Source: an optimization exercise on an open RTL-to-GDS flow (aim: small area). Production flows keep margins and buffers that such runs may drop.
The RTL was checked by simulation tests, not by an equivalence proof against the original design.
Power figures rest on the tool's default switching activity, not on a simulated workload.

## job 9578
==> flow/design.v (excerpt) <==
module grid_astar_path_search_unit #(
  parameter int GRID_SIDE = 8
) (
  input  logic       clk,
  input  logic       rst_n,
  input  logic       in_valid,
  output logic       in_ready,
  input  logic       in_func,
  input  logic [2:0] in_cell_row,
  input  logic [2:0] in_cell_col,
  input  logic       in_blocked,
  input  logic [2:0] in_start_row,
  input  logic [2:0] in_start_col,
  input  logic [2:0] in_goal_row,
  input  logic [2:0] in_goal_col,
  output logic       out_valid,
  input  logic       out_ready,
  output logic [2:0] out_path_row,
  output logic [2:0] out_path_col,
  output logic       out_found,
  output logic       out_last
);
Size in the first run: about 540 flip-flops, about 34 I/O pins, roughly 0.013 mm^2 of cells after synthesis.
==> flow/config.mk <==
export PLATFORM = sky130hd
export DESIGN_NAME = grid_astar_path_search_unit
export DESIGN_NICKNAME = grid_astar_path_search_unit
export VERILOG_FILES = /design/flow/design.v
export SDC_FILE = /design/flow/constraint.sdc
export NUM_CORES = 4
export LEC_CHECK = 0
export ABC_AREA = 1
export ABC_CLOCK_PERIOD_IN_PS = 8000
export CAP_MARGIN = 20
export CORE_MARGIN = 2
export CORE_UTILIZATION = 65
export SLEW_MARGIN = 20
==> flow/constraint.sdc <==
create_clock -name core_clock -period 8.0 [get_ports {clk}]
set_input_delay 1.6000 -clock core_clock [delete_from_list [all_inputs] [get_ports {clk}]]
set_output_delay 1.6000 -clock core_clock [all_outputs]
set_load 0.01 [all_outputs]
standard.sh (not shown) runs the stock make flow with config.mk's settings and CLKGATE_MAP_FILE= SYNTH_SCRIPT=/design/flow/synth_recipe.tcl, a recipe that flattens the netlist after the stock synthesis.
==> flow/flow/run.sh <==
#!/bin/bash
# The standard layout (standard.sh) with three changes:
# - synthesis runs synth_recipe.tcl unchanged except that ABC maps with an
#   area-oriented script (flow/synth_amap.tcl, flow/abc_area_amap.script);
# - the port buffers use the smallest buffer cell;
# - clock tree synthesis builds clkbuf_8 sink clusters without dummy loads.
set -euo pipefail
HERE=$(cd "$(dirname "$0")" && pwd)
export BUFFER_PORTS_ARGS="-buffer_cell sky130_fd_sc_hd__buf_1"
export CTS_ARGS="-sink_clustering_enable -repair_clock_nets -dont_use_dummy_load -buf_list sky130_fd_sc_hd__clkbuf_8 -sink_clustering_size 22 -sink_clustering_max_diameter 45"
bash standard.sh finish SYNTH_SCRIPT="$HERE/synth_amap.tcl" > flow.log 2>&1
==> flow/flow/abc_area_amap.script <==
strash
ifraig
dc2
strash
dch -f
amap
==> flow/flow/synth_amap.tcl <==
# The standard flow's synthesis script (synth_recipe.tcl, sourced unchanged) with one change:
# ABC maps for area with amap (flow/abc_area_amap.script) in place of ORFS's
# area script, which also buffers and upsizes gates.
set ::amap_script [file join [file dirname [file normalize [info script]]] abc_area_amap.script]
proc abc {args} {
  set i [lsearch -exact $args -script]
  if {$i >= 0} { lset args [expr {$i + 1}] $::amap_script }
  yosys abc {*}$args
}
source [file join [file dirname [file dirname [file normalize [info script]]]] synth_recipe.tcl]
The following lists how job 857 was set up differently from job 9578:
Settings: an added PLACE_DENSITY of 0.8.
==> flow/flow/run.sh <==
#!/bin/bash
# The standard layout (standard.sh) with three changes:
# - synthesis runs synth_recipe.tcl unchanged except that ABC maps with an
#   area-oriented script (flow/synth_amap.tcl, flow/abc_area_amap.script);
# - the port buffers use the smallest buffer cell;
# - clock tree synthesis builds clkbuf_8 sink clusters without dummy loads.
set -euo pipefail
HERE=$(cd "$(dirname "$0")" && pwd)
export BUFFER_PORTS_ARGS="-buffer_cell sky130_fd_sc_hd__buf_1"
export CTS_ARGS="-sink_clustering_enable -repair_clock_nets -dont_use_dummy_load -buf_list sky130_fd_sc_hd__clkbuf_8 -sink_clustering_size 20 -sink_clustering_max_diameter 50"
bash standard.sh finish SYNTH_SCRIPT="$HERE/synth_amap.tcl" > flow.log 2>&1
==> comparison <==
Re final cycle utilization of the critical path: job 9578 was higher than job 857. Diff job 9578..job 857 | final core utilization | negligible. The power after layout of job 857 was superior to that of job 9578. Job 857 vs job 9578: net load switching power down by a few percent. Compared job 857 against job 9578; summed area of non-filler cells in the final layout within noise. Job 857 vs job 9578, routability congestion estimate from global placement went up by 4.2%. Job 857 -> job 9578: count of clock-buffer cells in the layout delta 0, exact match. Going from job 9578 to job 857, power attributed to combinational cells shrinks by about 5%. Looking at count of vias placed by the detailed router, job 857 sits 275 lower than job 9578 does. Shortest period the worst path allows: job 857 < job 9578. Timing-limited maximum frequency, job 857 vs job 9578: up by a few percent.
diff inputs: job 857 => job 1049
Settings: PLACE_DENSITY no longer set, was 0.8; CORE_UTILIZATION now 60, was 65.
--- outcome ---
- Job 857 and job 1049 ended up with roughly the same cell area after placement.
- Relative max-transition margin, job 857 and job 1049: smaller value in job 1049
- Reported for job 857 and job 1049, max capacitance violation total turned out identical to the last digit.
- Met1 routed wirelength after detailed routing (higher): job 1049
Input changes introduced in job 6778 (baseline for comparison: job 1049):
Settings: CORE_UTILIZATION changed from 60 to 65.
## What came out
Summary of job 6778 over job 1049: number of iterations in the first detailed-routing pass shrank by 1; core region area shrank by about 7%; clock transition at the registers of the reported paths held steady. Cell count of the worst reg-to-reg path ends up lower on job 1049. Routed wire length on met3 in job 6778 is 33% above job 1049. The cell area on job 1049 is in line with that on job 6778. | power | job 6778 vs job 1049 | ≈ equal |. Of the two values seen for launch point of the worst path, u_ctrl.state_r[4] was produced by job 6778 and u_ctrl.state_r[1] by job 1049. Post-synthesis average cell area: job 1049 vs job 6778 identical.

[re-timing with driven ports]
No port has a modelled driver above. Below, the same layouts with a new extraction and two added sets of constraints.
Step 1 sets driving cells, clkbuf_16 on the clock port and buf_2 on the other inputs (assumed; they add their load-dependent delay and slew).
Step 2, shift: input delay + t, output delay - t, t = (earliest + latest rising clock arrival at the registers) / 2. This alone moves slack from input paths to output paths.
a / b / c = ideal / step 1 / step 2; a / b = the first two.
run | t (ns) | slack for setup (ns) | pins driven straight from the clock port
job 9578 | 0.566 | 0.541 / 0.501 / 1.066 | 1
job 857 | 0.563 | 0.727 / 0.687 / 1.250 | 1
job 1049 | 0.551 | 0.430 / 0.387 / 0.939 | 1
job 6778 | 0.566 | 0.579 / 0.535 / 1.101 | 1
After both steps every run listed still meets setup and hold.
